This is an optimization exercise on Yosys and OpenROAD, whose aim is small area and a short achievable clock period, not a production implementation. Power is estimated from default activity; no workload was simulated.

## old
==> flow/design.v <==
package data_mem_responder_pkg;
   localparam int ADDR_W_DEF = 6;
   localparam int DATA_W_DEF = 32;
   localparam int TAP_STEP   = 3;
endpackage
import data_mem_responder_pkg::*;
module data_mem_responder_array #(
   parameter int ADDR_W = ADDR_W_DEF,
   parameter int DATA_W = DATA_W_DEF
) (
   input  logic                   clk,
   input  logic [2**ADDR_W-1:0]   we_i,     
   input  logic [2**ADDR_W-1:0]   hold_i,   
   input  logic [DATA_W-1:0]      wdata_i,
   input  logic [2**ADDR_W/2-1:0] rsel_i,   
   input  logic                   rinv_i,   
   output logic [DATA_W-1:0]      rdata_o
);
   localparam int N = 2**ADDR_W;
   logic [DATA_W-1:0] slot_q [N];
   logic [DATA_W-1:0] rd_pos, rd_neg;
   function automatic logic inverted(input int s);
      inverted = ((s / TAP_STEP + 1) % 2) == 1;
   endfunction
   for (genvar s = 0; s < N; s++) begin : g_slot
      if (s % TAP_STEP == 0) begin : g_tap
         logic [DATA_W-1:0] wd;
         assign wd = inverted(s) ? wdata_i : ~wdata_i;
         always_ff @(posedge clk)
            slot_q[s] <= ~(({DATA_W{we_i[s]}} & wd) | ({DATA_W{hold_i[s]}} & slot_q[(s + N - 1) % N]));
      end else begin : g_pass
         always_ff @(posedge clk)
            slot_q[s] <= slot_q[(s + N - 1) % N];
      end
   end
   always_comb begin
      rd_pos = '0;
      rd_neg = '0;
      for (int k = 0; k < N/2; k++)
         if (inverted(2*k)) rd_neg = rd_neg | (slot_q[2*k] & {DATA_W{rsel_i[k]}});
         else               rd_pos = rd_pos | (slot_q[2*k] & {DATA_W{rsel_i[k]}});
   end
   assign rdata_o = rd_pos | ({DATA_W{rinv_i}} & ~rd_neg);
endmodule
import data_mem_responder_pkg::*;
module data_mem_responder #(
   parameter int ADDR_W      = ADDR_W_DEF,
   parameter int DATA_W      = DATA_W_DEF,
   parameter int WAIT_CYCLES = 2
) (
   input  logic                 clk,
   input  logic                 rst,
   input  logic                 req,
   input  logic                 we,
   input  logic [ADDR_W+1:0]    addr,
   input  logic [DATA_W-1:0]    wdata,
   output logic [DATA_W-1:0]    rdata,
   output logic                 ack,
   output logic                 err,
   output logic                 busy
);
   localparam int N = 2**ADDR_W;
   logic              busy_q, w1_q, ack_q, err_q;
   logic              we_q, mis_q;
   logic              st_q;        
   logic              pend_q;      
   logic [ADDR_W-1:0] phase_q, pos_q, pos_d;
   logic [ADDR_W-1:0] posn_q;          
   logic [N-1:0]      hit, nhit;
   logic              anyhit;
   logic [N/2-1:0]    rsel_q, rsel_d;  
   logic              rinv_q, rinv_d;
   logic [DATA_W-1:0] buf_q;
   logic [DATA_W-1:0] rdata_q, ring_rdata;
   logic              accept, done, wr;
   function automatic logic inverted(input int s);
      inverted = ((s / TAP_STEP + 1) % 2) == 1;
   endfunction
   function automatic logic [N-1:0] rinv_table(input int n);
      logic [N-1:0] t;
      for (int s = 0; s < n; s++) t[s] = (s % 2 == 0) && (((s / TAP_STEP + 1) % 2) == 1);
      rinv_table = t;
   endfunction
   localparam logic [N-1:0] RINV = rinv_table(N);
   assign accept = req & ~busy_q;
   assign done   = req & rst & w1_q;                  
   assign wr     = (done & st_q) | pend_q;            
   data_mem_responder_array #(.ADDR_W(ADDR_W), .DATA_W(DATA_W)) u_array (
      .clk     (clk),
      .we_i    (hit & {N{wr}}),
      .hold_i  (nhit | {N{~wr}}),
      .wdata_i (buf_q),
      .rsel_i  (rsel_q),
      .rinv_i  (rinv_q),
      .rdata_o (ring_rdata)
   );
   assign pos_d = accept ? (addr[ADDR_W+1:2] + phase_q) : (pos_q + 1'b1);
   always_comb begin
      anyhit = 1'b0;
      for (int s = 0; s < N; s++) begin
         hit[s]  = (s % TAP_STEP == 0) && (pos_q == ADDR_W'(s - 1));
         nhit[s] = !((s % TAP_STEP == 0) && (posn_q == ~ADDR_W'(s - 1)));
         anyhit  = anyhit | hit[s];
      end
      for (int k = 0; k < N/2; k++)
         rsel_d[k] = (pos_d == ADDR_W'(2*k));
      rinv_d = RINV[pos_d];
   end
   always_ff @(posedge clk) begin
      phase_q  <= phase_q + 1'b1;
      pos_q    <= pos_d;
      posn_q   <= ~pos_d;
      rsel_q   <= rsel_d;
      rinv_q   <= rinv_d;
      pend_q   <= wr & ~anyhit;
      if (accept) begin
         we_q  <= we;
         mis_q <= (addr[1:0] != 2'b00);
         buf_q <= wdata;
      end else if (!we_q) begin
         buf_q <= ring_rdata;
      end
   end
   always_ff @(posedge clk) begin
      if (!rst) begin
         busy_q  <= 1'b0;
         w1_q    <= 1'b0;
         ack_q   <= 1'b0;
         st_q    <= 1'b0;
         err_q   <= 1'b0;
         rdata_q <= '0;
      end else begin
         busy_q <= req;
         w1_q   <= req & busy_q & ~w1_q & ~ack_q;
         ack_q  <= req & (w1_q | ack_q);
         st_q   <= req & (accept ? (we & (addr[1:0] == 2'b00)) : (st_q & ~w1_q & ~ack_q));
         if (done) begin
            err_q <= mis_q;
            if (mis_q) rdata_q <= '0;
            else if (!we_q) rdata_q <= pos_q[0] ? buf_q : ring_rdata;
         end else if (ack_q && !req) begin
            err_q <= 1'b0;
         end
      end
   end
   assign ack   = ack_q;
   assign busy  = busy_q;
   assign err   = err_q;
   assign rdata = rdata_q;
endmodule
clock: 4.5 ns
lec_check: 0
cap_margin: 20
core_margin: 2
core_utilization: 40
cts_cluster_diameter: 100
cts_cluster_size: 30
setup_slack_margin: 2.3
slew_margin: 20
run.sh (not shown) runs the stock make flow with config.mk's settings and CLKGATE_MAP_FILE= SYNTH_SCRIPT=/design/flow/synth_recipe.tcl, a recipe that flattens the netlist after the stock synthesis.
> inputs changed (old -> new)
==> flow/design.v, changed modules only <==
module data_mem_responder_array #(
   parameter int ADDR_W = ADDR_W_DEF,
   parameter int DATA_W = DATA_W_DEF
) (
   input  logic                   clk,
   input  logic [2**ADDR_W-1:0]   we_i,     
   input  logic [2**ADDR_W-1:0]   hold_i,   
   input  logic [DATA_W-1:0]      wdata_i,
   input  logic [2**ADDR_W/2-1:0] rsel_i,   
   output logic [DATA_W-1:0]      rdata_o
);
   localparam int N = 2**ADDR_W;
   logic [DATA_W-1:0] slot_q [N];
   logic [DATA_W-1:0] rd_pos, rd_neg;
   logic              rinv;      
   function automatic logic inverted(input int s);
      inverted = ((s / TAP_STEP + 1) % 2) == 1;
   endfunction
   for (genvar s = 0; s < N; s++) begin : g_slot
      if (s % TAP_STEP == 0) begin : g_tap
         logic [DATA_W-1:0] wd;
         assign wd = inverted(s) ? wdata_i : ~wdata_i;
         always_ff @(posedge clk)
            slot_q[s] <= ~(({DATA_W{we_i[s]}} & wd) | ({DATA_W{hold_i[s]}} & slot_q[(s + N - 1) % N]));
      end else begin : g_pass
         always_ff @(posedge clk)
            slot_q[s] <= slot_q[(s + N - 1) % N];
      end
   end
   always_comb begin
      rd_pos = '0;
      rd_neg = '0;
      rinv   = 1'b0;
      for (int k = 0; k < N/2; k++)
         if (inverted(2*k)) begin
            rd_neg = rd_neg | (slot_q[2*k] & {DATA_W{rsel_i[k]}});
            rinv   = rinv | rsel_i[k];
         end else begin
            rd_pos = rd_pos | (slot_q[2*k] & {DATA_W{rsel_i[k]}});
         end
   end
   assign rdata_o = rd_pos | ({DATA_W{rinv}} & ~rd_neg);
endmodule
module data_mem_responder #(
   parameter int ADDR_W      = ADDR_W_DEF,
   parameter int DATA_W      = DATA_W_DEF,
   parameter int WAIT_CYCLES = 2
) (
   input  logic                 clk,
   input  logic                 rst,
   input  logic                 req,
   input  logic                 we,
   input  logic [ADDR_W+1:0]    addr,
   input  logic [DATA_W-1:0]    wdata,
   output logic [DATA_W-1:0]    rdata,
   output logic                 ack,
   output logic                 err,
   output logic                 busy
);
   localparam int N = 2**ADDR_W;
   logic              busy_q, w1_q, ack_q, err_q;
   logic              we_q, mis_q;
   logic              st_q;        
   logic              pend_q;      
   logic [ADDR_W-1:0] phase_q, pos_q, pos_d;
   logic [ADDR_W-1:0] posn_q;          
   logic [N-1:0]      hit, nhit;
   logic              anyhit;
   logic [N/2-1:0]    rsel_q, rsel_d;  
   logic [DATA_W-1:0] buf_q;
   logic [DATA_W-1:0] rdata_q, ring_rdata;
   logic              accept, done, wr;
   assign accept = req & ~busy_q;
   assign done   = req & rst & w1_q;                  
   assign wr     = (done & st_q) | pend_q;            
   data_mem_responder_array #(.ADDR_W(ADDR_W), .DATA_W(DATA_W)) u_array (
      .clk     (clk),
      .we_i    (hit & {N{wr}}),
      .hold_i  (nhit | {N{~wr}}),
      .wdata_i (buf_q),
      .rsel_i  (rsel_q),
      .rdata_o (ring_rdata)
   );
   assign pos_d = accept ? (addr[ADDR_W+1:2] + phase_q) : (pos_q + 1'b1);
   always_comb begin
      anyhit = 1'b0;
      for (int s = 0; s < N; s++) begin
         hit[s]  = (s % TAP_STEP == 0) && (pos_q == ADDR_W'(s - 1));
         nhit[s] = !((s % TAP_STEP == 0) && (posn_q == ~ADDR_W'(s - 1)));
         anyhit  = anyhit | hit[s];
      end
      for (int k = 0; k < N/2; k++)
         rsel_d[k] = (pos_d == ADDR_W'(2*k));
   end
   always_ff @(posedge clk) begin
      phase_q  <= phase_q + 1'b1;
      pos_q    <= pos_d;
      posn_q   <= ~pos_d;
      rsel_q   <= rsel_d;
      pend_q   <= wr & ~anyhit;
      if (accept) begin
         we_q  <= we;
         mis_q <= (addr[1:0] != 2'b00);
         buf_q <= wdata;
      end else if (!we_q) begin
         buf_q <= ring_rdata;
      end
   end
   always_ff @(posedge clk) begin
      if (!rst) begin
         busy_q  <= 1'b0;
         w1_q    <= 1'b0;
         ack_q   <= 1'b0;
         st_q    <= 1'b0;
         err_q   <= 1'b0;
         rdata_q <= '0;
      end else begin
         busy_q <= req;
         w1_q   <= req & busy_q & ~w1_q & ~ack_q;
         ack_q  <= req & (w1_q | ack_q);
         st_q   <= req & (accept ? (we & (addr[1:0] == 2'b00)) : (st_q & ~w1_q & ~ack_q));
         if (done) begin
            err_q <= mis_q;
            if (mis_q) rdata_q <= '0;
            else if (!we_q) rdata_q <= pos_q[0] ? buf_q : ring_rdata;
         end else if (ack_q && !req) begin
            err_q <= 1'b0;
         end
      end
   end
   assign ack   = ack_q;
   assign busy  = busy_q;
   assign err   = err_q;
   assign rdata = rdata_q;
endmodule
Results
new completed; timing, DRC and antenna clean
new reports a lower count of non-CTS buffers in the layout than old does.
[new] final cycle utilization of the critical path rose 1.2 points relative to old
When new is set beside old, its net switching component of the power turns out to be about 6% larger.
Highest achievable clock rate: new worse than old
For sequential cell count, new and old come out practically identical.
Required time of the critical path, new and old: higher on old
For post-synthesis share of cell area spent on and, or, nand and nor gates, old and new come out practically identical.
old has higher number of cells after detailed placement than new.
Compared with old, area of all placed cells without fillers in new decreased slightly.
No run of this note included a check of the RTL's function; only the layout flow was run.

## port drivers added, routing unchanged
How much do the figures lean on ideal ports? The routed layouts below were timed once more, with nothing changed but the port constraints. Step 1 sets driving cells, clkbuf_16 on the clock port and buf_2 on the other inputs (assumed; they add their load-dependent delay and slew). Step 2 adds t to the input delays and takes it off the output delays; t is the mean of the earliest and latest rising clock arrival at the registers after step 1. Input paths then give back, and output paths get back, about the clock's delay inside the block. a / b / c = no drivers / after step 1 / after step 2; a / b = the first two.
| run | t (ns) | setup WS [ns] | latest minus earliest clock arrival (ns) |
|---|---|---|---|
| old | 0.788 | 2.271 / 2.255 / 1.527 | 0.063 / 0.062 |
| new | 0.787 | 2.216 / 2.216 / 1.500 | 0.046 / 0.046 |
After both steps every run listed still meets setup and hold. For old, which loses most, drivers alone change the setup slack by -0.016 ns; drivers and shift together by -0.744 ns.
